What follows belongs to an exercise in optimizing a design on an open flow for small area and a short achievable clock period; a production flow would make more cautious choices.
No functional check of the RTL was part of any run shown here.
Power and IR drop assume default switching activity.

==> flow/design.v (outline; a module is shown in full before it is edited, if it fits) <==
// module cpu_alu_shifter: 48 lines
// module cpu_alu_mux2i: 8 lines
// module cpu_alu: 871 lines
// module cpu_alu_benc: 10 lines
// module cpu_alu_bpp: 11 lines
// module cpu_alu_benc2: 16 lines
// module cpu_alu_bpp2: 13 lines
// module cpu_alu_bppbit: 10 lines
// module cpu_alu_fa: 10 lines
// module cpu_alu_ha: 9 lines
// module cpu_alu_cpa: 763 lines
// module cpu_alu_nand2: 3 lines
// module cpu_alu_nor2: 3 lines
// module cpu_alu_xnor2: 3 lines
// module cpu_alu_inv: 3 lines
// module cpu_alu_aoi21: 3 lines
// module cpu_alu_oai21: 3 lines
// module cpu_alu_maj3i: 3 lines
// module cpu_alu_xor2: 3 lines
// module cpu_alu_and2: 3 lines
// module cpu_alu_mux2: 3 lines
module cpu_alu #(
    parameter int WIDTH = pkg_cpu_alu::ALU_WIDTH
) (
    input  logic             clk,
    input  logic             rst,
    input  logic             in_valid,
    input  logic [WIDTH-1:0] a,
    input  logic [WIDTH-1:0] b,
    input  logic [3:0]       oper,
    input  logic [3:0]       flags_in,
    output logic             out_valid,
    output logic [WIDTH-1:0] result,
    output logic [3:0]       flags_out
);
  // ...
==> flow/flow/run.sh <==
#!/bin/bash
# Standard layout, except that the port buffers are plain buf_2 cells instead of the
# resizer's default choice.
set -e
export BUFFER_PORTS_ARGS="-buffer_cell sky130_fd_sc_hd__buf_2"
bash standard.sh > standard.log 2>&1
==> flow/standard.sh <==
#!/bin/bash
# synth_recipe.tcl (not shown) runs the flow's synth.tcl, then flattens the netlist and writes it again
# the make line also repeats each setting of config.mk as NAME=value (left out here)
make -C /OpenROAD-flow-scripts/flow DESIGN_CONFIG=/design/flow/config.mk WORK_HOME=/design/flow/orfs CLKGATE_MAP_FILE= SYNTH_SCRIPT=/design/flow/synth_recipe.tcl "${@:-finish}"
==> flow/config.mk <==
export PLATFORM = sky130hd
export DESIGN_NAME = cpu_alu
export DESIGN_NICKNAME = cpu_alu
export VERILOG_FILES = /design/flow/design.v
export SDC_FILE = /design/flow/constraint.sdc
export NUM_CORES = 4
export LEC_CHECK = 0
export CAP_MARGIN = 20
export CORE_MARGIN = 2
export CORE_UTILIZATION = 60
export SETUP_SLACK_MARGIN = 3.2
export SLEW_MARGIN = 20
export SYNTH_HIERARCHICAL = 1
==> flow/constraint.sdc <==
create_clock -name core_clock -period 11.0 [get_ports {clk}]
set_input_delay 2.2000 -clock core_clock [delete_from_list [all_inputs] [get_ports {clk}]]
set_output_delay 2.2000 -clock core_clock [all_outputs]
set_load 0.01 [all_outputs]
==> run summary, run 1 <==
status complete, no violations; Flop+latch power 199 uW; DP HPWL 54800 um; Critical Path Max Stage Delay 620 ps; Post-Synth Adder-Cell Area 24.7%; Cell variety after synth 75; most used cell, CP fa_1; worst slew pin tran 1010 ps; fraction of area in registers 3.34%; Crit-path slowest cell fa_1; # DRC 0; fin area 21600 um2; M2 GR Usage 63.8%; P_sw 2.85 mW; Syn Inst Count 2416; GRT overflow 0; Gate power share 93.4%; relative slew slack 32.5%; Register Area 721 um2; Layout Nets 2808; max frequency 0.130 GHz; fraction of cell area in non-clock buffers 5.37%; Post-Synth XOR/XNOR Area 19.4%; mux contribution to synthesized area 15.6%; Placed Area 20900 um2; Top Layer Used met4; unrepaired setup endpoints after global routing yes; via count 19052; Stages on worst setup path 21; core area 33400 um2; register area share after synthesis 3.54%; antenna violations before repair 0; Final TNS setup 0 ps; dominant cell type by area after synthesis fa_1; post-synthesis compound-gate area fraction 19.3%
==> module cpu_alu_benc2, before the edit <==
module cpu_alu_benc2 (
    input  logic [2:0] i_b,
    output logic       o_onen,
    output logic       o_twon,
    output logic       o_neg
);
    logic w_one;   
    logic w_hi;
    logic w_n10;
    cpu_alu_xnor2 u_onen (.i_a(i_b[1]), .i_b(i_b[0]), .o_y(o_onen));
    cpu_alu_xnor2 u_eq  (.i_a(i_b[1]), .i_b(i_b[0]), .o_y(w_one));
    cpu_alu_xor2  u_hi  (.i_a(i_b[2]), .i_b(i_b[1]), .o_y(w_hi));
    cpu_alu_nand2 u_twon (.i_a(w_hi), .i_b(w_one), .o_y(o_twon));
    cpu_alu_nand2 u_n10 (.i_a(i_b[1]), .i_b(i_b[0]), .o_y(w_n10));
    cpu_alu_and2  u_neg (.i_a(i_b[2]), .i_b(w_n10), .o_y(o_neg));
endmodule
==> run 2, diff against run 1 <==
--- a/flow/design.v
+++ b/flow/design.v
@@ -101,16 +101,17 @@
     logic             w_invb;
     logic [WIDTH-1:0] w_add_x;
     logic [WIDTH-1:0] w_add_y;
     logic             w_add_cin;
     logic [WIDTH-1:0] w_row0;
     logic [WIDTH-1:0] w_row1;
     logic [WIDTH-1:0] w_cpa_xn;
     logic [WIDTH-1:0] w_cpa_yn;
+    logic [WIDTH-1:0] w_sum;
     logic             w_cout;
     logic             w_c31;
     logic             w_sum_zero;
     logic             w_add_v;
     logic [WIDTH-1:0] w_sh_result;
     logic             w_sh_c;
     logic [WIDTH-1:0] w_other;
     logic [WIDTH-1:0] w_result;
@@ -557,50 +558,68 @@
     logic fs161;
     logic fc161;
     logic fs162;
     logic fc162;
     logic fs163;
     logic fc163;
     logic fs164;
     logic fc164;
+    logic ft164;
     logic fs165;
     logic fc165;
+    logic ft165;
     logic fs166;
     logic fc166;
+    logic ft166;
     logic fs167;
     logic fc167;
+    logic ft167;
     logic fs168;
     logic fc168;
+    logic ft168;
     logic fs169;
     logic fc169;
+    logic ft169;
     logic fs170;
     logic fc170;
+    logic ft170;
     logic fs171;
     logic fc171;
+    logic ft171;
     logic fs172;
     logic fc172;
+    logic ft172;
     logic fs173;
     logic fc173;
+    logic ft173;
     logic fs174;
     logic fc174;
+    logic ft174;
     logic fs175;
     logic fc175;
+    logic ft175;
     logic fs176;
     logic fc176;
+    logic ft176;
     logic fs177;
     logic fc177;
+    logic ft177;
     logic fs178;
     logic fc178;
+    logic ft178;
     logic fs179;
     logic fc179;
+    logic ft179;
     logic fs180;
     logic fc180;
+    logic ft180;
     logic fs181;
     logic fc181;
+    logic ft181;
     logic hs28;
     logic hc28;
     logic hs29;
     logic hc29;
     logic fs182;
     logic fc182;
     logic fs183;
     logic fc183;
@@ -617,50 +636,68 @@
     logic fs189;
     logic fc189;
     logic fs190;
     logic fc190;
     logic fs191;
     logic fc191;
     logic fs192;
     logic fc192;
+    logic ft192;
     logic fs193;
     logic fc193;
+    logic ft193;
     logic fs194;
     logic fc194;
+    logic ft194;
     logic fs195;
     logic fc195;
+    logic ft195;
     logic fs196;
     logic fc196;
+    logic ft196;
     logic fs197;
     logic fc197;
+    logic ft197;
     logic fs198;
     logic fc198;
+    logic ft198;
     logic fs199;
     logic fc199;
+    logic ft199;
     logic fs200;
     logic fc200;
+    logic ft200;
     logic fs201;
     logic fc201;
+    logic ft201;
     logic fs202;
     logic fc202;
+    logic ft202;
     logic fs203;
     logic fc203;
+    logic ft203;
     logic fs204;
     logic fc204;
+    logic ft204;
     logic fs205;
     logic fc205;
+    logic ft205;
     logic fs206;
     logic fc206;
+    logic ft206;
     logic fs207;
     logic fc207;
+    logic ft207;
     logic fs208;
     logic fc208;
+    logic ft208;
     logic fs209;
     logic fc209;
+    logic ft209;
     cpu_alu_ha u_ha0 (.i_a(bneg[12]), .i_b(pp0[24]), .o_s(hs0), .o_c(hc0));
     cpu_alu_ha u_ha1 (.i_a(pp0[25]), .i_b(pp10[5]), .o_s(hs1), .o_c(hc1));
     cpu_alu_fa u_fa0 (.i_a(bneg[13]), .i_b(pp0[26]), .i_c(pp10[6]), .o_s(fs0), .o_c(fc0));
     cpu_alu_ha u_ha2 (.i_a(pp11[4]), .i_b(pp12[2]), .o_s(hs2), .o_c(hc2));
     cpu_alu_fa u_fa1 (.i_a(pp0[27]), .i_b(pp10[7]), .i_c(pp11[5]), .o_s(fs1), .o_c(fc1));
     cpu_alu_ha u_ha3 (.i_a(pp12[3]), .i_b(pp13[1]), .o_s(hs3), .o_c(hc3));
     cpu_alu_fa u_fa2 (.i_a(bneg[14]), .i_b(pp0[28]), .i_c(pp10[8]), .o_s(fs2), .o_c(fc2));
     cpu_alu_fa u_fa3 (.i_a(pp11[6]), .i_b(pp12[4]), .i_c(pp13[2]), .o_s(fs3), .o_c(fc3));
@@ -843,77 +880,145 @@
     cpu_alu_fa u_fa156 (.i_a(pp1[4]), .i_b(pp2[2]), .i_c(pp3[0]), .o_s(fs156), .o_c(fc156));
     cpu_alu_fa u_fa157 (.i_a(pp2[3]), .i_b(pp3[1]), .i_c(hc22), .o_s(fs157), .o_c(fc157));
     cpu_alu_fa u_fa158 (.i_a(pp4[0]), .i_b(hc23), .i_c(hs24), .o_s(fs158), .o_c(fc158));
     cpu_alu_fa u_fa159 (.i_a(hc24), .i_b(hs25), .i_c(fc110), .o_s(fs159), .o_c(fc159));
     cpu_alu_fa u_fa160 (.i_a(hc25), .i_b(fc111), .i_c(fs112), .o_s(fs160), .o_c(fc160));
     cpu_alu_fa u_fa161 (.i_a(fc112), .i_b(fs114), .i_c(fc113), .o_s(fs161), .o_c(fc161));
     cpu_alu_fa u_fa162 (.i_a(fc114), .i_b(fs116), .i_c(fc115), .o_s(fs162), .o_c(fc162));
     cpu_alu_fa u_fa163 (.i_a(fc116), .i_b(fs118), .i_c(fc117), .o_s(fs163), .o_c(fc163));
-    cpu_alu_fa u_fa164 (.i_a(fc118), .i_b(fs120), .i_c(fc119), .o_s(fs164), .o_c(fc164));
-    cpu_alu_fa u_fa165 (.i_a(fc120), .i_b(fc121), .i_c(fs122), .o_s(fs165), .o_c(fc165));
-    cpu_alu_fa u_fa166 (.i_a(fc122), .i_b(fc123), .i_c(fs124), .o_s(fs166), .o_c(fc166));
-    cpu_alu_fa u_fa167 (.i_a(fc124), .i_b(fs126), .i_c(fc125), .o_s(fs167), .o_c(fc167));
-    cpu_alu_fa u_fa168 (.i_a(fc126), .i_b(fs128), .i_c(fc127), .o_s(fs168), .o_c(fc168));
-    cpu_alu_fa u_fa169 (.i_a(fc128), .i_b(fs130), .i_c(fc129), .o_s(fs169), .o_c(fc169));
-    cpu_alu_fa u_fa170 (.i_a(fc130), .i_b(fs132), .i_c(fc131), .o_s(fs170), .o_c(fc170));
-    cpu_alu_fa u_fa171 (.i_a(fc132), .i_b(fs134), .i_c(fc133), .o_s(fs171), .o_c(fc171));
-    cpu_alu_fa u_fa172 (.i_a(fc134), .i_b(fs136), .i_c(fc135), .o_s(fs172), .o_c(fc172));
-    cpu_alu_fa u_fa173 (.i_a(fc136), .i_b(fs138), .i_c(fc137), .o_s(fs173), .o_c(fc173));
-    cpu_alu_fa u_fa174 (.i_a(fc138), .i_b(fc139), .i_c(fs140), .o_s(fs174), .o_c(fc174));
-    cpu_alu_fa u_fa175 (.i_a(fc140), .i_b(fc141), .i_c(fs142), .o_s(fs175), .o_c(fc175));
-    cpu_alu_fa u_fa176 (.i_a(fc142), .i_b(fs144), .i_c(fc143), .o_s(fs176), .o_c(fc176));
-    cpu_alu_fa u_fa177 (.i_a(fc144), .i_b(fs146), .i_c(fc145), .o_s(fs177), .o_c(fc177));
-    cpu_alu_fa u_fa178 (.i_a(fc146), .i_b(fs148), .i_c(fc147), .o_s(fs178), .o_c(fc178));
-    cpu_alu_fa u_fa179 (.i_a(fc148), .i_b(fs150), .i_c(fc149), .o_s(fs179), .o_c(fc179));
-    cpu_alu_fa u_fa180 (.i_a(fc150), .i_b(fs152), .i_c(fc151), .o_s(fs180), .o_c(fc180));
-    cpu_alu_fa u_fa181 (.i_a(fc152), .i_b(fs154), .i_c(fc153), .o_s(fs181), .o_c(fc181));
+    cpu_alu_xor2 u_fx164 (.i_a(fc118), .i_b(fs120), .o_y(ft164));
+    cpu_alu_xor2 u_fs164 (.i_a(ft164), .i_b(fc119), .o_y(fs164));
+    cpu_alu_mux2 u_fc164 (.i_s(ft164), .i_0(fc118), .i_1(fc119), .o_y(fc164));
+    cpu_alu_xor2 u_fx165 (.i_a(fc120), .i_b(fc121), .o_y(ft165));
+    cpu_alu_xor2 u_fs165 (.i_a(ft165), .i_b(fs122), .o_y(fs165));
+    cpu_alu_mux2 u_fc165 (.i_s(ft165), .i_0(fc120), .i_1(fs122), .o_y(fc165));
+    cpu_alu_xor2 u_fx166 (.i_a(fc122), .i_b(fc123), .o_y(ft166));
+    cpu_alu_xor2 u_fs166 (.i_a(ft166), .i_b(fs124), .o_y(fs166));
+    cpu_alu_mux2 u_fc166 (.i_s(ft166), .i_0(fc122), .i_1(fs124), .o_y(fc166));
+    cpu_alu_xor2 u_fx167 (.i_a(fc124), .i_b(fs126), .o_y(ft167));
+    cpu_alu_xor2 u_fs167 (.i_a(ft167), .i_b(fc125), .o_y(fs167));
+    cpu_alu_mux2 u_fc167 (.i_s(ft167), .i_0(fc124), .i_1(fc125), .o_y(fc167));
+    cpu_alu_xor2 u_fx168 (.i_a(fc126), .i_b(fs128), .o_y(ft168));
+    cpu_alu_xor2 u_fs168 (.i_a(ft168), .i_b(fc127), .o_y(fs168));
+    cpu_alu_mux2 u_fc168 (.i_s(ft168), .i_0(fc126), .i_1(fc127), .o_y(fc168));
+    cpu_alu_xor2 u_fx169 (.i_a(fc128), .i_b(fs130), .o_y(ft169));
+    cpu_alu_xor2 u_fs169 (.i_a(ft169), .i_b(fc129), .o_y(fs169));
+    cpu_alu_mux2 u_fc169 (.i_s(ft169), .i_0(fc128), .i_1(fc129), .o_y(fc169));
+    cpu_alu_xor2 u_fx170 (.i_a(fc130), .i_b(fs132), .o_y(ft170));
+    cpu_alu_xor2 u_fs170 (.i_a(ft170), .i_b(fc131), .o_y(fs170));
+    cpu_alu_mux2 u_fc170 (.i_s(ft170), .i_0(fc130), .i_1(fc131), .o_y(fc170));
+    cpu_alu_xor2 u_fx171 (.i_a(fc132), .i_b(fs134), .o_y(ft171));
+    cpu_alu_xor2 u_fs171 (.i_a(ft171), .i_b(fc133), .o_y(fs171));
+    cpu_alu_mux2 u_fc171 (.i_s(ft171), .i_0(fc132), .i_1(fc133), .o_y(fc171));
+    cpu_alu_xor2 u_fx172 (.i_a(fc134), .i_b(fs136), .o_y(ft172));
+    cpu_alu_xor2 u_fs172 (.i_a(ft172), .i_b(fc135), .o_y(fs172));
+    cpu_alu_mux2 u_fc172 (.i_s(ft172), .i_0(fc134), .i_1(fc135), .o_y(fc172));
+    cpu_alu_xor2 u_fx173 (.i_a(fc136), .i_b(fs138), .o_y(ft173));
+    cpu_alu_xor2 u_fs173 (.i_a(ft173), .i_b(fc137), .o_y(fs173));
+    cpu_alu_mux2 u_fc173 (.i_s(ft173), .i_0(fc136), .i_1(fc137), .o_y(fc173));
+    cpu_alu_xor2 u_fx174 (.i_a(fc138), .i_b(fc139), .o_y(ft174));
+    cpu_alu_xor2 u_fs174 (.i_a(ft174), .i_b(fs140), .o_y(fs174));
+    cpu_alu_mux2 u_fc174 (.i_s(ft174), .i_0(fc138), .i_1(fs140), .o_y(fc174));
+    cpu_alu_xor2 u_fx175 (.i_a(fc140), .i_b(fc141), .o_y(ft175));
+    cpu_alu_xor2 u_fs175 (.i_a(ft175), .i_b(fs142), .o_y(fs175));
+    cpu_alu_mux2 u_fc175 (.i_s(ft175), .i_0(fc140), .i_1(fs142), .o_y(fc175));
+    cpu_alu_xor2 u_fx176 (.i_a(fc142), .i_b(fs144), .o_y(ft176));
+    cpu_alu_xor2 u_fs176 (.i_a(ft176), .i_b(fc143), .o_y(fs176));
+    cpu_alu_mux2 u_fc176 (.i_s(ft176), .i_0(fc142), .i_1(fc143), .o_y(fc176));
+    cpu_alu_xor2 u_fx177 (.i_a(fc144), .i_b(fs146), .o_y(ft177));
+    cpu_alu_xor2 u_fs177 (.i_a(ft177), .i_b(fc145), .o_y(fs177));
+    cpu_alu_mux2 u_fc177 (.i_s(ft177), .i_0(fc144), .i_1(fc145), .o_y(fc177));
+    cpu_alu_xor2 u_fx178 (.i_a(fc146), .i_b(fs148), .o_y(ft178));
+    cpu_alu_xor2 u_fs178 (.i_a(ft178), .i_b(fc147), .o_y(fs178));
+    cpu_alu_mux2 u_fc178 (.i_s(ft178), .i_0(fc146), .i_1(fc147), .o_y(fc178));
+    cpu_alu_xor2 u_fx179 (.i_a(fc148), .i_b(fs150), .o_y(ft179));
+    cpu_alu_xor2 u_fs179 (.i_a(ft179), .i_b(fc149), .o_y(fs179));
+    cpu_alu_mux2 u_fc179 (.i_s(ft179), .i_0(fc148), .i_1(fc149), .o_y(fc179));
+    cpu_alu_xor2 u_fx180 (.i_a(fc150), .i_b(fs152), .o_y(ft180));
+    cpu_alu_xor2 u_fs180 (.i_a(ft180), .i_b(fc151), .o_y(fs180));
+    cpu_alu_mux2 u_fc180 (.i_s(ft180), .i_0(fc150), .i_1(fc151), .o_y(fc180));
+    cpu_alu_xor2 u_fx181 (.i_a(fc152), .i_b(fs154), .o_y(ft181));
+    cpu_alu_xor2 u_fs181 (.i_a(ft181), .i_b(fc153), .o_y(fs181));
     cpu_alu_ha u_ha28 (.i_a(bneg[1]), .i_b(pp0[2]), .o_s(hs28), .o_c(hc28));
     cpu_alu_ha u_ha29 (.i_a(pp0[3]), .i_b(pp1[1]), .o_s(hs29), .o_c(hc29));
     cpu_alu_fa u_fa182 (.i_a(pp1[2]), .i_b(pp2[0]), .i_c(hs26), .o_s(fs182), .o_c(fc182));
     cpu_alu_fa u_fa183 (.i_a(pp2[1]), .i_b(hc26), .i_c(hs27), .o_s(fs183), .o_c(fc183));
     cpu_alu_fa u_fa184 (.i_a(hc27), .i_b(hs22), .i_c(fs156), .o_s(fs184), .o_c(fc184));
     cpu_alu_fa u_fa185 (.i_a(hs23), .i_b(fc156), .i_c(fs157), .o_s(fs185), .o_c(fc185));
     cpu_alu_fa u_fa186 (.i_a(fs110), .i_b(fc157), .i_c(fs158), .o_s(fs186), .o_c(fc186));
     cpu_alu_fa u_fa187 (.i_a(fs111), .i_b(fc158), .i_c(fs159), .o_s(fs187), .o_c(fc187));
     cpu_alu_fa u_fa188 (.i_a(fs113), .i_b(fc159), .i_c(fs160), .o_s(fs188), .o_c(fc188));
     cpu_alu_fa u_fa189 (.i_a(fs115), .i_b(fc160), .i_c(fs161), .o_s(fs189), .o_c(fc189));
     cpu_alu_fa u_fa190 (.i_a(fs117), .i_b(fc161), .i_c(fs162), .o_s(fs190), .o_c(fc190));
     cpu_alu_fa u_fa191 (.i_a(fs119), .i_b(fc162), .i_c(fs163), .o_s(fs191), .o_c(fc191));
-    cpu_alu_fa u_fa192 (.i_a(fs121), .i_b(fc163), .i_c(fs164), .o_s(fs192), .o_c(fc192));
-    cpu_alu_fa u_fa193 (.i_a(fs123), .i_b(fc164), .i_c(fs165), .o_s(fs193), .o_c(fc193));
-    cpu_alu_fa u_fa194 (.i_a(fs125), .i_b(fc165), .i_c(fs166), .o_s(fs194), .o_c(fc194));
-    cpu_alu_fa u_fa195 (.i_a(fs127), .i_b(fc166), .i_c(fs167), .o_s(fs195), .o_c(fc195));
-    cpu_alu_fa u_fa196 (.i_a(fs129), .i_b(fc167), .i_c(fs168), .o_s(fs196), .o_c(fc196));
-    cpu_alu_fa u_fa197 (.i_a(fs131), .i_b(fc168), .i_c(fs169), .o_s(fs197), .o_c(fc197));
-    cpu_alu_fa u_fa198 (.i_a(fs133), .i_b(fc169), .i_c(fs170), .o_s(fs198), .o_c(fc198));
-    cpu_alu_fa u_fa199 (.i_a(fs135), .i_b(fc170), .i_c(fs171), .o_s(fs199), .o_c(fc199));
-    cpu_alu_fa u_fa200 (.i_a(fs137), .i_b(fc171), .i_c(fs172), .o_s(fs200), .o_c(fc200));
-    cpu_alu_fa u_fa201 (.i_a(fs139), .i_b(fc172), .i_c(fs173), .o_s(fs201), .o_c(fc201));
-    cpu_alu_fa u_fa202 (.i_a(fs141), .i_b(fc173), .i_c(fs174), .o_s(fs202), .o_c(fc202));
-    cpu_alu_fa u_fa203 (.i_a(fs143), .i_b(fc174), .i_c(fs175), .o_s(fs203), .o_c(fc203));
-    cpu_alu_fa u_fa204 (.i_a(fs145), .i_b(fc175), .i_c(fs176), .o_s(fs204), .o_c(fc204));
-    cpu_alu_fa u_fa205 (.i_a(fs147), .i_b(fc176), .i_c(fs177), .o_s(fs205), .o_c(fc205));
-    cpu_alu_fa u_fa206 (.i_a(fs149), .i_b(fc177), .i_c(fs178), .o_s(fs206), .o_c(fc206));
-    cpu_alu_fa u_fa207 (.i_a(fs151), .i_b(fc178), .i_c(fs179), .o_s(fs207), .o_c(fc207));
-    cpu_alu_fa u_fa208 (.i_a(fs153), .i_b(fc179), .i_c(fs180), .o_s(fs208), .o_c(fc208));
-    cpu_alu_fa u_fa209 (.i_a(fs155), .i_b(fc180), .i_c(fs181), .o_s(fs209), .o_c(fc209));
-    assign w_row0 = {fc208, fc207, fc206, fc205, fc204, fc203, fc202, fc201, fc200, fc199, fc198, fc197, fc196, fc195, fc194, fc193, fc192, fc191, fc190, fc189, fc188, fc187, fc186, fc185, fc184, fc183, fc182, hc29, hc28, pp1[0], pp0[1], bneg[0]};
-    assign w_row1 = {fs209, fs208, fs207, fs206, fs205, fs204, fs203, fs202, fs201, fs200, fs199, fs198, fs197, fs196, fs195, fs194, fs193, fs192, fs191, fs190, fs189, fs188, fs187, fs186, fs185, fs184, fs183, fs182, hs29, hs28, 1'b0, pp0[0]};
+    cpu_alu_xor2 u_fx192 (.i_a(fs121), .i_b(fs164), .o_y(ft192));
+    cpu_alu_xor2 u_fs192 (.i_a(ft192), .i_b(fc163), .o_y(fs192));
+    cpu_alu_mux2 u_fc192 (.i_s(ft192), .i_0(fs121), .i_1(fc163), .o_y(fc192));
+    cpu_alu_xor2 u_fx193 (.i_a(fs123), .i_b(fc164), .o_y(ft193));
+    cpu_alu_xor2 u_fs193 (.i_a(ft193), .i_b(fs165), .o_y(fs193));
+    cpu_alu_mux2 u_fc193 (.i_s(ft193), .i_0(fs123), .i_1(fs165), .o_y(fc193));
+    cpu_alu_xor2 u_fx194 (.i_a(fs125), .i_b(fs166), .o_y(ft194));
+    cpu_alu_xor2 u_fs194 (.i_a(ft194), .i_b(fc165), .o_y(fs194));
+    cpu_alu_mux2 u_fc194 (.i_s(ft194), .i_0(fs125), .i_1(fc165), .o_y(fc194));
+    cpu_alu_xor2 u_fx195 (.i_a(fs127), .i_b(fc166), .o_y(ft195));
+    cpu_alu_xor2 u_fs195 (.i_a(ft195), .i_b(fs167), .o_y(fs195));
+    cpu_alu_mux2 u_fc195 (.i_s(ft195), .i_0(fs127), .i_1(fs167), .o_y(fc195));
+    cpu_alu_xor2 u_fx196 (.i_a(fs168), .i_b(fc167), .o_y(ft196));
+    cpu_alu_xor2 u_fs196 (.i_a(ft196), .i_b(fs129), .o_y(fs196));
+    cpu_alu_mux2 u_fc196 (.i_s(ft196), .i_0(fs168), .i_1(fs129), .o_y(fc196));
+    cpu_alu_xor2 u_fx197 (.i_a(fc168), .i_b(fs131), .o_y(ft197));
+    cpu_alu_xor2 u_fs197 (.i_a(ft197), .i_b(fs169), .o_y(fs197));
+    cpu_alu_mux2 u_fc197 (.i_s(ft197), .i_0(fc168), .i_1(fs169), .o_y(fc197));
+    cpu_alu_xor2 u_fx198 (.i_a(fs133), .i_b(fs170), .o_y(ft198));
+    cpu_alu_xor2 u_fs198 (.i_a(ft198), .i_b(fc169), .o_y(fs198));
+    cpu_alu_mux2 u_fc198 (.i_s(ft198), .i_0(fs133), .i_1(fc169), .o_y(fc198));
+    cpu_alu_xor2 u_fx199 (.i_a(fs135), .i_b(fs171), .o_y(ft199));
+    cpu_alu_xor2 u_fs199 (.i_a(ft199), .i_b(fc170), .o_y(fs199));
+    cpu_alu_mux2 u_fc199 (.i_s(ft199), .i_0(fs135), .i_1(fc170), .o_y(fc199));
+    cpu_alu_xor2 u_fx200 (.i_a(fs137), .i_b(fc171), .o_y(ft200));
+    cpu_alu_xor2 u_fs200 (.i_a(ft200), .i_b(fs172), .o_y(fs200));
+    cpu_alu_mux2 u_fc200 (.i_s(ft200), .i_0(fs137), .i_1(fs172), .o_y(fc200));
+    cpu_alu_xor2 u_fx201 (.i_a(fs139), .i_b(fs173), .o_y(ft201));
+    cpu_alu_xor2 u_fs201 (.i_a(ft201), .i_b(fc172), .o_y(fs201));
+    cpu_alu_mux2 u_fc201 (.i_s(ft201), .i_0(fs139), .i_1(fc172), .o_y(fc201));
+    cpu_alu_xor2 u_fx202 (.i_a(fs141), .i_b(fc173), .o_y(ft202));
+    cpu_alu_xor2 u_fs202 (.i_a(ft202), .i_b(fs174), .o_y(fs202));
+    cpu_alu_mux2 u_fc202 (.i_s(ft202), .i_0(fs141), .i_1(fs174), .o_y(fc202));
+    cpu_alu_xor2 u_fx203 (.i_a(fs143), .i_b(fs175), .o_y(ft203));
+    cpu_alu_xor2 u_fs203 (.i_a(ft203), .i_b(fc174), .o_y(fs203));
+    cpu_alu_mux2 u_fc203 (.i_s(ft203), .i_0(fs143), .i_1(fc174), .o_y(fc203));
+    cpu_alu_xor2 u_fx204 (.i_a(fs145), .i_b(fs176), .o_y(ft204));
+    cpu_alu_xor2 u_fs204 (.i_a(ft204), .i_b(fc175), .o_y(fs204));
+    cpu_alu_mux2 u_fc204 (.i_s(ft204), .i_0(fs145), .i_1(fc175), .o_y(fc204));
+    cpu_alu_xor2 u_fx205 (.i_a(fc176), .i_b(fs147), .o_y(ft205));
+    cpu_alu_xor2 u_fs205 (.i_a(ft205), .i_b(fs177), .o_y(fs205));
+    cpu_alu_mux2 u_fc205 (.i_s(ft205), .i_0(fc176), .i_1(fs177), .o_y(fc205));
+    cpu_alu_xor2 u_fx206 (.i_a(fc177), .i_b(fs149), .o_y(ft206));
+    cpu_alu_xor2 u_fs206 (.i_a(ft206), .i_b(fs178), .o_y(fs206));
+    cpu_alu_mux2 u_fc206 (.i_s(ft206), .i_0(fc177), .i_1(fs178), .o_y(fc206));
+    cpu_alu_xor2 u_fx207 (.i_a(fs151), .i_b(fc178), .o_y(ft207));
+    cpu_alu_xor2 u_fs207 (.i_a(ft207), .i_b(fs179), .o_y(fs207));
+    cpu_alu_mux2 u_fc207 (.i_s(ft207), .i_0(fs151), .i_1(fs179), .o_y(fc207));
+    cpu_alu_xor2 u_fx208 (.i_a(fs153), .i_b(fs180), .o_y(ft208));
+    cpu_alu_xor2 u_fs208 (.i_a(ft208), .i_b(fc179), .o_y(fs208));
+    cpu_alu_mux2 u_fc208 (.i_s(ft208), .i_0(fs153), .i_1(fc179), .o_y(fc208));
+    cpu_alu_xor2 u_fx209 (.i_a(fs155), .i_b(fs181), .o_y(ft209));
+    cpu_alu_xor2 u_fs209 (.i_a(ft209), .i_b(fc180), .o_y(fs209));
+    assign w_row0 = {fs209, fc207, fc206, fc205, fc204, fs204, fc202, fc201, fc200, fc199, fs199, fc197, fs197, fc195, fc194, fc193, fc192, fs192, fc190, fc189, fc188, fc187, fc186, fc185, fc184, fc183, fc182, hc29, hc28, pp1[0], pp0[1], bneg[0]};
+    assign w_row1 = {fc208, fs208, fs207, fs206, fs205, fc203, fs203, fs202, fs201, fs200, fc198, fs198, fc196, fs196, fs195, fs194, fs193, fc191, fs191, fs190, fs189, fs188, fs187, fs186, fs185, fs184, fs183, fs182, hs29, hs28, 1'b0, pp0[0]};
     for (genvar k = 0; k < WIDTH; k++) begin : g_opnd
         cpu_alu_mux2i u_xmux (.i_s(w_mul), .i_0(w_add_x[k]), .i_1(w_row0[k]), .o_y(w_cpa_xn[k]));
         cpu_alu_mux2i u_ymux (.i_s(w_mul), .i_0(w_add_y[k]), .i_1(w_row1[k]), .o_y(w_cpa_yn[k]));
     end
     cpu_alu_cpa u_cpa (
         .i_xn   (w_cpa_xn),
         .i_yn   (w_cpa_yn),
         .i_cin  (w_add_cin && !w_mul),
-        .i_sel  (w_arith || w_mul),
-        .i_other(w_other),
-        .o_result(w_result),
+        .o_sum  (w_sum),
         .o_cout (w_cout),
         .o_c31  (w_c31),
         .o_zero (w_sum_zero)
     );
     assign w_add_v = (w_add_x[WIDTH-1] == w_add_y[WIDTH-1]) && (w_c31 != w_add_x[WIDTH-1]);
     cpu_alu_shifter u_shifter (
         .i_a      (a),
         .i_b      (b),
@@ -927,16 +1032,17 @@
             OP_AND:  w_other = a & b;
             OP_ORR:  w_other = a | b;
             OP_XOR:  w_other = a ^ b;
             OP_BIC:  w_other = a & ~b;
             OP_CPY:  w_other = b;
             default: w_other = w_sh_result;
         endcase
     end
+    assign w_result = (w_arith || w_mul) ? w_sum : w_other;
     always_comb begin
         w_flags = flags_in;
         if (w_arith) begin
             w_flags[FLAG_C] = w_cout;
             w_flags[FLAG_V] = w_add_v;
         end else if (oper >= OP_LSL && oper <= OP_ROR) begin
             w_flags[FLAG_C] = w_sh_c;
         end
@@ -974,25 +1080,19 @@
     assign o_pp = (({N{i_one}} & i_a) | ({N{i_two}} & {i_a[N-2:0], 1'b0})) ^ {N{i_neg}};
 endmodule
 module cpu_alu_benc2 (
     input  logic [2:0] i_b,
     output logic       o_onen,
     output logic       o_twon,
     output logic       o_neg
 );
-    logic w_one;   
-    logic w_hi;
-    logic w_n10;
-    cpu_alu_xnor2 u_onen (.i_a(i_b[1]), .i_b(i_b[0]), .o_y(o_onen));
-    cpu_alu_xnor2 u_eq  (.i_a(i_b[1]), .i_b(i_b[0]), .o_y(w_one));
-    cpu_alu_xor2  u_hi  (.i_a(i_b[2]), .i_b(i_b[1]), .o_y(w_hi));
-    cpu_alu_nand2 u_twon (.i_a(w_hi), .i_b(w_one), .o_y(o_twon));
-    cpu_alu_nand2 u_n10 (.i_a(i_b[1]), .i_b(i_b[0]), .o_y(w_n10));
-    cpu_alu_and2  u_neg (.i_a(i_b[2]), .i_b(w_n10), .o_y(o_neg));
+    assign o_onen = ~(i_b[1] ^ i_b[0]);
+    assign o_twon = ~((i_b[2] & ~i_b[1] & ~i_b[0]) | (~i_b[2] & i_b[1] & i_b[0]));
+    assign o_neg  = i_b[2] & ~(i_b[1] & i_b[0]);
 endmodule
 module cpu_alu_bpp2 #(
     parameter int N = 32
 ) (
     input  logic [N-1:0] i_a,
     input  logic         i_onen,
     input  logic         i_twon,
     input  logic         i_neg,
@@ -1030,19 +1130,17 @@
 );
     assign o_s = i_a ^ i_b;
     assign o_c = i_a & i_b;
 endmodule
 module cpu_alu_cpa (
     input  logic [31:0] i_xn,
     input  logic [31:0] i_yn,
     input  logic        i_cin,
-    input  logic        i_sel,
-    input  logic [31:0] i_other,
-    output logic [31:0] o_result,
+    output logic [31:0] o_sum,
     output logic        o_cout,
     output logic        o_c31,
     output logic        o_zero
 );
     logic [31:0] p;
     logic [31:0] c;
     logic n1;
     cpu_alu_nor2 u_n1 (.i_a(i_xn[0]), .i_b(i_yn[0]), .o_y(n1));
@@ -1750,52 +1848,17 @@
     cpu_alu_inv u_n351 (.i_a(n147), .o_y(n351));
     logic n352;
     cpu_alu_inv u_n352 (.i_a(n142), .o_y(n352));
     logic n353;
     cpu_alu_inv u_n353 (.i_a(n98), .o_y(n353));
     logic n354;
     cpu_alu_inv u_n354 (.i_a(n66), .o_y(n354));
     assign c = {n339, n242, n240, n340, n237, n341, n342, n233, n231, n343, n344, n227, n345, n224, n222, n346, n195, n347, n348, n190, n349, n187, n186, n350, n351, n146, n144, n352, n99, n353, n354, n65};
-    cpu_alu_mux2i u_res0 (.i_s(i_cin), .i_0(d0n[0]), .i_1(d1n[0]), .o_y(o_result[0]));
-    cpu_alu_mux2i u_res1 (.i_s(n65), .i_0(d0n[1]), .i_1(d1n[1]), .o_y(o_result[1]));
-    cpu_alu_mux2i u_res2 (.i_s(n66), .i_0(d1n[2]), .i_1(d0n[2]), .o_y(o_result[2]));
-    cpu_alu_mux2i u_res3 (.i_s(n98), .i_0(d1n[3]), .i_1(d0n[3]), .o_y(o_result[3]));
-    cpu_alu_mux2i u_res4 (.i_s(n99), .i_0(d0n[4]), .i_1(d1n[4]), .o_y(o_result[4]));
-    cpu_alu_mux2i u_res5 (.i_s(n142), .i_0(d1n[5]), .i_1(d0n[5]), .o_y(o_result[5]));
-    cpu_alu_mux2i u_res6 (.i_s(n144), .i_0(d0n[6]), .i_1(d1n[6]), .o_y(o_result[6]));
-    cpu_alu_mux2i u_res7 (.i_s(n146), .i_0(d0n[7]), .i_1(d1n[7]), .o_y(o_result[7]));
-    cpu_alu_mux2i u_res8 (.i_s(n147), .i_0(d1n[8]), .i_1(d0n[8]), .o_y(o_result[8]));
-    cpu_alu_mux2i u_res9 (.i_s(n185), .i_0(d1n[9]), .i_1(d0n[9]), .o_y(o_result[9]));
-    cpu_alu_mux2i u_res10 (.i_s(n186), .i_0(d0n[10]), .i_1(d1n[10]), .o_y(o_result[10]));
-    cpu_alu_mux2i u_res11 (.i_s(n187), .i_0(d0n[11]), .i_1(d1n[11]), .o_y(o_result[11]));
-    cpu_alu_mux2i u_res12 (.i_s(n189), .i_0(d1n[12]), .i_1(d0n[12]), .o_y(o_result[12]));
-    cpu_alu_mux2i u_res13 (.i_s(n190), .i_0(d0n[13]), .i_1(d1n[13]), .o_y(o_result[13]));
-    cpu_alu_mux2i u_res14 (.i_s(n192), .i_0(d1n[14]), .i_1(d0n[14]), .o_y(o_result[14]));
-    cpu_alu_mux2i u_res15 (.i_s(n194), .i_0(d1n[15]), .i_1(d0n[15]), .o_y(o_result[15]));
-    cpu_alu_mux2i u_res16 (.i_s(n195), .i_0(d0n[16]), .i_1(d1n[16]), .o_y(o_result[16]));
-    cpu_alu_mux2i u_res17 (.i_s(n220), .i_0(d1n[17]), .i_1(d0n[17]), .o_y(o_result[17]));
-    cpu_alu_mux2i u_res18 (.i_s(n222), .i_0(d0n[18]), .i_1(d1n[18]), .o_y(o_result[18]));
-    cpu_alu_mux2i u_res19 (.i_s(n224), .i_0(d0n[19]), .i_1(d1n[19]), .o_y(o_result[19]));
-    cpu_alu_mux2i u_res20 (.i_s(n225), .i_0(d1n[20]), .i_1(d0n[20]), .o_y(o_result[20]));
-    cpu_alu_mux2i u_res21 (.i_s(n227), .i_0(d0n[21]), .i_1(d1n[21]), .o_y(o_result[21]));
-    cpu_alu_mux2i u_res22 (.i_s(n228), .i_0(d1n[22]), .i_1(d0n[22]), .o_y(o_result[22]));
-    cpu_alu_mux2i u_res23 (.i_s(n229), .i_0(d1n[23]), .i_1(d0n[23]), .o_y(o_result[23]));
-    cpu_alu_mux2i u_res24 (.i_s(n231), .i_0(d0n[24]), .i_1(d1n[24]), .o_y(o_result[24]));
-    cpu_alu_mux2i u_res25 (.i_s(n233), .i_0(d0n[25]), .i_1(d1n[25]), .o_y(o_result[25]));
-    cpu_alu_mux2i u_res26 (.i_s(n234), .i_0(d1n[26]), .i_1(d0n[26]), .o_y(o_result[26]));
-    cpu_alu_mux2i u_res27 (.i_s(n235), .i_0(d1n[27]), .i_1(d0n[27]), .o_y(o_result[27]));
-    cpu_alu_mux2i u_res28 (.i_s(n237), .i_0(d0n[28]), .i_1(d1n[28]), .o_y(o_result[28]));
-    cpu_alu_mux2i u_res29 (.i_s(n238), .i_0(d1n[29]), .i_1(d0n[29]), .o_y(o_result[29]));
-    cpu_alu_mux2i u_res30 (.i_s(n240), .i_0(d0n[30]), .i_1(d1n[30]), .o_y(o_result[30]));
-    cpu_alu_mux2i u_res31 (.i_s(n242), .i_0(d0n[31]), .i_1(d1n[31]), .o_y(o_result[31]));
-    logic [31:0] d0n;
-    logic [31:0] d1n;
-    assign d0n = ~(i_sel ? p : i_other);
-    assign d1n = ~(i_sel ? ~p : i_other);
+    assign o_sum  = p ^ {c[30:0], i_cin};
     assign o_cout = c[31];
     assign o_c31  = c[30];
 endmodule
 module cpu_alu_nand2 (input logic i_a, input logic i_b, output logic o_y);
     assign o_y = ~(i_a & i_b);
 endmodule
 module cpu_alu_nor2 (input logic i_a, input logic i_b, output logic o_y);
     assign o_y = ~(i_a | i_b);
@@ -1813,14 +1876,11 @@
     assign o_y = ~((i_a | i_b) & i_c);
 endmodule
 module cpu_alu_maj3i (input logic i_a, input logic i_b, input logic i_c, output logic o_y);
     assign o_y = (~i_a & ~i_b) | (i_c & (~i_a | ~i_b));
 endmodule
 module cpu_alu_xor2 (input logic i_a, input logic i_b, output logic o_y);
     assign o_y = i_a ^ i_b;
 endmodule
-module cpu_alu_and2 (input logic i_a, input logic i_b, output logic o_y);
-    assign o_y = i_a & i_b;
-endmodule
 module cpu_alu_mux2 (input logic i_s, input logic i_0, input logic i_1, output logic o_y);
     assign o_y = i_s ? i_1 : i_0;
 endmodule
==> flow/config.mk (replaced) <==
export PLATFORM = sky130hd
export DESIGN_NAME = cpu_alu
export DESIGN_NICKNAME = cpu_alu
export VERILOG_FILES = /design/flow/design.v
export SDC_FILE = /design/flow/constraint.sdc
export NUM_CORES = 4
export LEC_CHECK = 0
export CAP_MARGIN = 20
export CORE_MARGIN = 2
export CORE_UTILIZATION = 60
export SETUP_SLACK_MARGIN = 3
export SLEW_MARGIN = 20
export SYNTH_HIERARCHICAL = 1
==> run 2 against run 1 <==
Fmax shrank 1.8%; via count increased by 2.2%; non-clock buffer count is 9 higher; synthesized cell count rose by 1.2%; worst hold slack got worse by 1.1 ps; final cell count is 1.6% higher; first-iteration DRC count rose by 2.7%; area after synthesis is 2.0% higher; clock-buffer cell count unchanged; flip-flop and latch count stayed put; global-route usage up 0.96 points.
==> run summary, run 2 <==
area delta synth->final 6.65%; Mapped Area 20800 um2; Pwr Density 241 nW/um2; delay-heaviest family, CP adder cells; critical path buffer and inverter count 2; post-synth top area share 16.8%; Total Wirelength 75600 um; most frequent cells in the layout xnor2_1, o22ai_1, mux2i_1, fa_1, inv_1; largest net degree at the start of global routing 68; routability cong. 0.967; dominant cell type by area after synthesis fa_1; Switching Share 53.4%; share of cells above drive strength 1 16.1%; top-count cell post-synth xnor2_1; commonest non-fill, non-tap cell in the layout xnor2_1; Total GRT Usage 41.0%; # DRC 0 (unchanged); crit path max fanout 11; DRT iter0 DRCs 2093; Worst Setup End Kind flop; Final TNS setup 0 ps (unchanged); P_int 2.48 mW; register area share after synthesis 3.47% (-0.069 points); worst hold stages 2; Final ANT Viol Nets 0; n_diodes 0; worst slew pin tran 1150 ps (+137 ps); P_sw 2.85 mW (+0.10%); first-pass detailed-route iteration total 6; Syn Inst Count 2445 (+1.2%); number of port buffers 109; drt wl/cell 25.6 um; EDFF count, synth 0; die area 36100 um2; Critical Path AT 8020 ps; final setup vio count 0; crit path cell chain buf_2 > ha_4 > nor2b_4 > buf_4 > xnor2_1 > o22ai_1 > fa_1 > fa_1 > fa_1 > fa_1 > xor2_1 > xor2_1 > mux2i_1 > xor2_2 > xnor2_1 > nor2_1 > nand2_1 > nor2_1 > nand2_1 > nor2_1 > nand2_1 > o21ai_1; Cell variety after synth 82 (+9.3%); Critical Path Max Stage Delay 550 ps (-70 ps); Largest regs r_result x32, r_flags x3, r_valid x1; HP Start rst; max reg flops 32; Gate power share 93.4% (about the same); Area contributors post-synth fa_1, xnor2_1, mux2i_1, o22ai_1, xor2_1; Crit path required time 11200 ps; via count 19471 (+2.2%); row count 68; core area 34300 um2 (+2.5%); hold crit path type in -> reg; DP HPWL 57100 um (+4.2%); Final Hold Vio Count 0; vias in the first global route 19039; max frequency 0.128 GHz (-1.8%); Die W 190 um; post-cts hold buffer count 0; prevailing post-synth register cell dfxtp_1; TritonCTS clock tree built; unrepaired setup endpoints after global routing yes; GRT overflow 0 (unchanged); most used cell, CP fa_1; antenna violations before repair 0 (unchanged); # IOs 112; initial core utilization 60.6%; critical path type in -> reg; first-pass GRT wire length 114000 um; FF+latch count, synth 36; Crit-path slowest cell fa_1; clk slew on worst S/H paths 60 ps; Synth top cells by count xnor2_1, o22ai_1, mux2i_1, fa_1, inv_1; Leakage Power 9.15 nW; maximum vdd ir drop 0.000273 V; CTS max path bufs 2; CTS Sinks 36; worst hold slack 2070 ps; status complete, no violations; Final Critical Period 7810 ps; sequential fraction of design power 3.6%; Final Max Tran Viols 0; CP Launch Type input port; Hold Path Sink r_valid$_DFF_P_; via-per-instance ratio 6.60; Layout Nets 2827 (+0.68%); Stages on worst setup path 22 (+4.8%); Largest Register r_result; Die Height 190 um; Final Cycle Share 71.0%; number of max-cap violations 0; asr flop ratio synth 0%; Clock power frac 3.0%; TritonCTS Buffers 5; H-Tree Depth 2; syn_area_per_cell 8.50 um2; relative slew slack 21.3% (-11 points); yosys warns 9; root buf cell clkbuf_16
## run 2: cell types whose count changed after synthesis, moves of 21 or more
cell / previous run / this run
xor2_1: 50 / 138
nand2_1: 169 / 109
nor2b_1: 4 / 46
mux2i_1: 310 / 269
fa_1: 210 / 174
mux2_4: 0 / 34
xnor2_1: 402 / 370
a22oi_1: 31 / 0
o211ai_1: 34 / 3
o21ai_1: 63 / 34
inv_1: 153 / 174
## run 2: final cells by class
cell class	instances	area [um2]
clock buffer	5	125
clock inverter	3	46.3
fill	2988	12100
inverter	174	672
multi-input combinational	2087	18800
sequential	36	721
tap	455	569
timing repair buffer	189	1250
timing repair inverter	3	17.5
## run 2: per-module statistics from Yosys (local to each module, per instance), excerpt
module | flops+latches | times used | cell area, um2
cpu_alu_cpa | 0 | 1 | 280
cpu_alu_mux2 | 0 | 34 | 15.0
cpu_alu | 36 | 1 | 4170
cpu_alu_aoi21 | 0 | 48 | 8.76
cpu_alu_benc2 | 0 | 16 | 50.0
cpu_alu_maj3i | 0 | 1 | 18.8
cpu_alu_shifter | 0 | 1 | 1460
## run 2: how the worst max path moves through the flow
stage / start / end / slack (ps)
after detailed placement: b[4] / r_result[31]$_DFF_P_ / 2030
after CTS: b[3] / r_result[31]$_DFF_P_ / 3030
final: b[2] / r_flags[0]$_DFF_P_ / 3190
after global placement: b[4] / r_result[31]$_DFF_P_ / 2110
after global routing: b[13] / r_result[30]$_DFF_P_ / 2950
after floorplan: oper[2] / r_flags[0]$_DFF_P_ / 3530
## run 2: power groups by stage
stage	Clock, mW	Combinational [mW]	Sequential [mW]
2_1_floorplan	0	3.52	0.223
3_3_place_gp	0	4.61	0.193
3_5_place_dp	0	4.69	0.195
4_1_cts	0.162	4.76	0.192
5_1_grt	0.168	5.33	0.195
6_report	0.160	4.98	0.191
## run 2: per-stage QoR
stage | instance area, um2 | worst slack, ps | utilization [%] | std cells | power [mW]
final | 22200 | 3190 | 64.6 | 2952 | 5.34
after global routing | 22200 | 2950 | 64.6 | 2952 | 5.69
after CTS | 21800 | 3030 | 63.7 | 2930 | 5.12
after detailed placement | 21300 | 2030 | 62.2 | 2903 | 4.89
after global placement | 21300 | 2110 | 62.2 | 2903 | 4.80
after floorplan | 20800 | 3530 | - | 2448 | 3.74
## run 2: kinds of logic after synthesis
group / synth area share, %
AOI/OAI and AO/OA: 18.8
and+or+nand+nor: 10.2
other: 0.0180
DFF: 3.47
muxes: 16.3
xor gates and xnor gates: 21.4
buffers and inverters: 8.12
adders and majority gates: 21.8
## run 2: per-layer routing
layer	vias up	global-route usage (%)	share of wire (%)
li1	8691	-	-
met1	9371	54.0	40
met2	1150	64.4	43
met3	259	7.29	11
met4	0	21.0	6.2
met5	-	0	0
## run 2: repair_timing
| item | CTS | global route |
|---|---|---|
| pin swaps | 1 | 8 |
| buffers inserted | 16 | 19 |
| resized for setup | 30 | 31 |
| gates cloned | 3 | 3 |
| endpoints found under the setup margin | 19 | 14 |
==> run 3, diff against run 2 <==
--- a/flow/config.mk
+++ b/flow/config.mk
@@ -8,6 +8,6 @@
 export CAP_MARGIN = 20
 export CORE_MARGIN = 2
 export CORE_UTILIZATION = 60
-export SETUP_SLACK_MARGIN = 3
+export SETUP_SLACK_MARGIN = 3.4
 export SLEW_MARGIN = 20
 export SYNTH_HIERARCHICAL = 1
==> run 3 against run 2 <==
Still clean on timing, DRC and antenna; non-clock buffer count up 56; core utilization up 2.8 points; die area unchanged; area after synthesis unchanged; wire length up 3.9%; setup slack better by 250 ps; largest power group unchanged; highest routed layer is now met5.
==> run summary, run 3 <==
status complete, no violations; # IOs 112 (unchanged); post-route insts no fill 3011 (+2.0%); largest net degree at the start of global routing 68 (unchanged); critical path type in -> reg; row count 68 (unchanged); commonest non-fill, non-tap cell in the layout xnor2_1; hold crit path type in -> reg; FF+latch count, synth 36 (unchanged); yosys warns 9 (unchanged); first-pass GRT wire length 115000 um (+1.0%); Crit path required time 11180 ps (-20 ps); Total GRT Usage 41.5% (+0.50 points); Final Cycle Share 68.8% (-2.3 points); max frequency 0.132 GHz (+3.3%); vias in the first global route 19248 (+1.1%); Die Height 190 um (unchanged); fillcell total 2865 (-4.1%); most used cell, CP xor2_1; most frequent cells in the layout xnor2_1, o22ai_1, mux2i_1, fa_1, inv_1; first-pass detailed-route iteration total 8 (+2); CTS max path bufs 2 (unchanged); GRT overflow 0 (unchanged); final setup vio count 0 (unchanged); root buf cell clkbuf_16; TritonCTS Buffers 5 (unchanged); Final Hold Vio Count 0 (unchanged); prevailing post-synth register cell dfxtp_1; share of cells above drive strength 1 19.8% (+3.7 points); Syn Inst Count 2445 (unchanged); syn_area_per_cell 8.50 um2 (unchanged); Placed Area 21300 um2 (unchanged); DRT iter0 DRCs 2079 (-0.67%); Final Power 5.77 mW (+8.2%); Crit-path slowest cell ha_1; multi-input logic area 19100 um2 (+1.7%); worst hold stages 2 (unchanged); Total Wirelength 78600 um (+3.9%); top-count cell post-synth xnor2_1; critical path buffer and inverter count 4 (+2); die area 36100 um2 (unchanged); Critical Path Max Stage Delay 500 ps (-50 ps); Final ANT Viol Nets 0 (unchanged); Leakage Power 9.56 nW (+4.5%); Largest Register r_result; Worst Setup End Kind flop; routability cong. 0.967 (unchanged); via count 20024 (+2.8%); antenna violations before repair 1 (+1); Area contributors post-synth fa_1, xnor2_1, mux2i_1, o22ai_1, xor2_1; crit path max fanout 11 (unchanged); Die W 190 um (unchanged); clk slew on worst S/H paths 60 ps (about the same); Final Max Tran Viols 0 (unchanged); Register Area 721 um2 (unchanged); worst slew pin tran 1140 ps (-8.59 ps); maximum vdd ir drop 0.000367 V (+35%); n_diodes 0 (unchanged); Final TNS setup 0 ps (unchanged); Final Critical Period 7560 ps (-252 ps); fin area 23100 um2 (+4.3%); drt wl/cell 26.1 um (+1.9%); EDFF count, synth 0 (unchanged); Cell variety after synth 82 (unchanged); asr flop ratio synth 0% (unchanged); core area 34300 um2 (unchanged); HP Start rst; dominant cell type by area after synthesis fa_1; Inst Count DP 2903 (unchanged); crit path cell chain buf_2 > ha_1 > clkinvlp_4 > o22ai_1 > fa_1 > fa_1 > xor2_1 > mux2_4 > xor2_1 > mux2_4 > mux2i_1 > xor2_2 > nand2_1 > o21ai_4 > a21oi_4 > clkbuf_2 > buf_4 > o21ai_1 > xor2_1 > nand2_1 > o31ai_1; register area share after synthesis 3.47% (unchanged); initial core utilization 60.6% (unchanged); post-synth top area share 16.8% (unchanged); CP Launch Type input port; unrepaired setup endpoints after global routing no; CTS Sinks 36 (unchanged); Pwr Density 250 nW/um2 (+3.7%); DP HPWL 57100 um (unchanged); H-Tree Depth 2 (unchanged); Worst Setup SP b[9]; max reg flops 32 (unchanged); area delta synth->final 11.3%; delay-heaviest family, CP adder cells; TritonCTS clock tree built; Largest regs r_result x32, r_flags x3, r_valid x1; relative slew slack 21.9% (+0.59 points); number of max-cap violations 0 (unchanged); via-per-instance ratio 6.65 (+0.82%); # DRC 0 (unchanged); Hold Path Sink r_valid$_DFF_P_; number of port buffers 109 (unchanged); Critical Path AT 7740 ps (-280 ps); Layout Nets 2886 (+2.1%); Synth top cells by count xnor2_1, o22ai_1, mux2i_1, fa_1, inv_1; Mapped Area 20800 um2 (unchanged)
run 3: cell types whose count changed in the layout (fill, tap and decap cells not counted), sizes merged:
cell,previous run,this run
clkbuf,7,11
buf,187,239
clkinvlp,9,13
inv,170,169
run 3: cell families after synthesis:
| kind of cell | share of synthesized area (%) |
|---|---|
| DFF | 3.47 |
| other | 0.0180 |
| AOI/OAI and AO/OA | 18.8 |
| muxes | 16.3 |
| xor gates and xnor gates | 21.4 |
| buffers and inverters | 8.12 |
| and+or+nand+nor | 10.2 |
| adders and majority gates | 21.8 |
run 3: report_power, final:
| group | internal (mW) | switching [mW] |
|---|---|---|
| Combinational | 2.40 | 3.02 |
| Clock | 0.107 | 0.0529 |
| Sequential | 0.181 | 0.0101 |
run 3: routing by layer:
layer / GRT usage, % / part of all wire [%]
met1: 54.5 / 39
met2: 65.3 / 44
met3: 7.23 / 11
met4: 21.8 / 7.1
met5: 0 / 0.023
run 3: layout make-up:
class	instances	share of cell area [%]
repair buffers	245	8.06
clock buffers	5	0.541
multi-input cells	2087	82.5
well taps	455	2.46
repair inverters	6	0.184
flip-flops and latches	36	3.12
inverters	174	2.92
clock inverters	3	0.200
run 3: worst max path at each step:
stage | endpoint | slack [ps] | depth (start not counted)
2_1_floorplan | r_flags[0]$_DFF_P_ | 3530 | 16
3_3_place_gp | r_result[31]$_DFF_P_ | 2110 | 23
3_5_place_dp | r_result[31]$_DFF_P_ | 2030 | 23
4_1_cts | r_result[31]$_DFF_P_ | 3410 | 24
5_1_grt | r_result[28]$_DFF_P_ | 3260 | 24
6_report | r_result[24]$_DFF_P_ | 3440 | 21
run 3: stage by stage:
stage / setup WS, ps / hold slack [ps] / util (%)
final: 3440 / 2070 / 67.4
after global routing: 3260 / 2080 / 67.4
after CTS: 3410 / 2070 / 64.5
after detailed placement: 2030 / 2360 / 62.2
after global placement: 2110 / 2360 / 62.2
after floorplan: 3530 / 2270 / -
run 3: Yosys stat by module (local to each module, per instance), a selection:
module	cell area (um2)	cells inside
cpu_alu	4170	560
cpu_alu_benc2	50.0	6
cpu_alu_mux2i	10.0	1
cpu_alu_xnor2	8.76	1
cpu_alu_xor2	8.76	1
cpu_alu_oai21	5.00	1
cpu_alu_inv	3.75	1
cpu_alu_nand2	3.75	1
run 3: timing repair:
action | in CTS | in global routing
setup buffers | 35 | 53
gates resized for setup | 59 | 88
pin swaps | 8 | 21
cloned | 5 | 7
endpoints found under the setup margin | 19 | 18
hold buffers | 0 | 0

==> afterwards: timing with drivers on the ports <==
How much do the figures lean on ideal ports? The routed layouts below were timed once more, with nothing changed but the port constraints.
Step 1 (the two cells are an assumption about what drives the block):
set clk [get_ports {clk}]
set_driving_cell -lib_cell sky130_fd_sc_hd__clkbuf_16 $clk
set_driving_cell -lib_cell sky130_fd_sc_hd__buf_2 [delete_from_list [all_inputs] $clk]
Step 2 also shifts input and output timing later by t, the mid clock arrival at the registers, as if the neighbouring blocks saw the same clock.
a / b / c = ideal ports / drivers / drivers and shift; a / b = the first two.
| run | shift t [ns] | slack for setup (ns) | worst data-port slew with drivers (ns) | cell pins on the clock port's net |
|---|---|---|---|---|
| run 1 | 0.319 | 3.323 / 3.310 / 2.991 | 0.09 | 1 |
| run 2 | 0.307 | 3.185 / 3.197 / 2.890 | 0.08 | 1 |
| run 3 | 0.307 | 3.437 / 3.446 / 3.139 | 0.07 | 1 |
After both steps setup and hold are still met in every run listed. The setup slack of run 1, which loses most, moves by -0.013 ns with the drivers and by -0.332 ns with both steps.
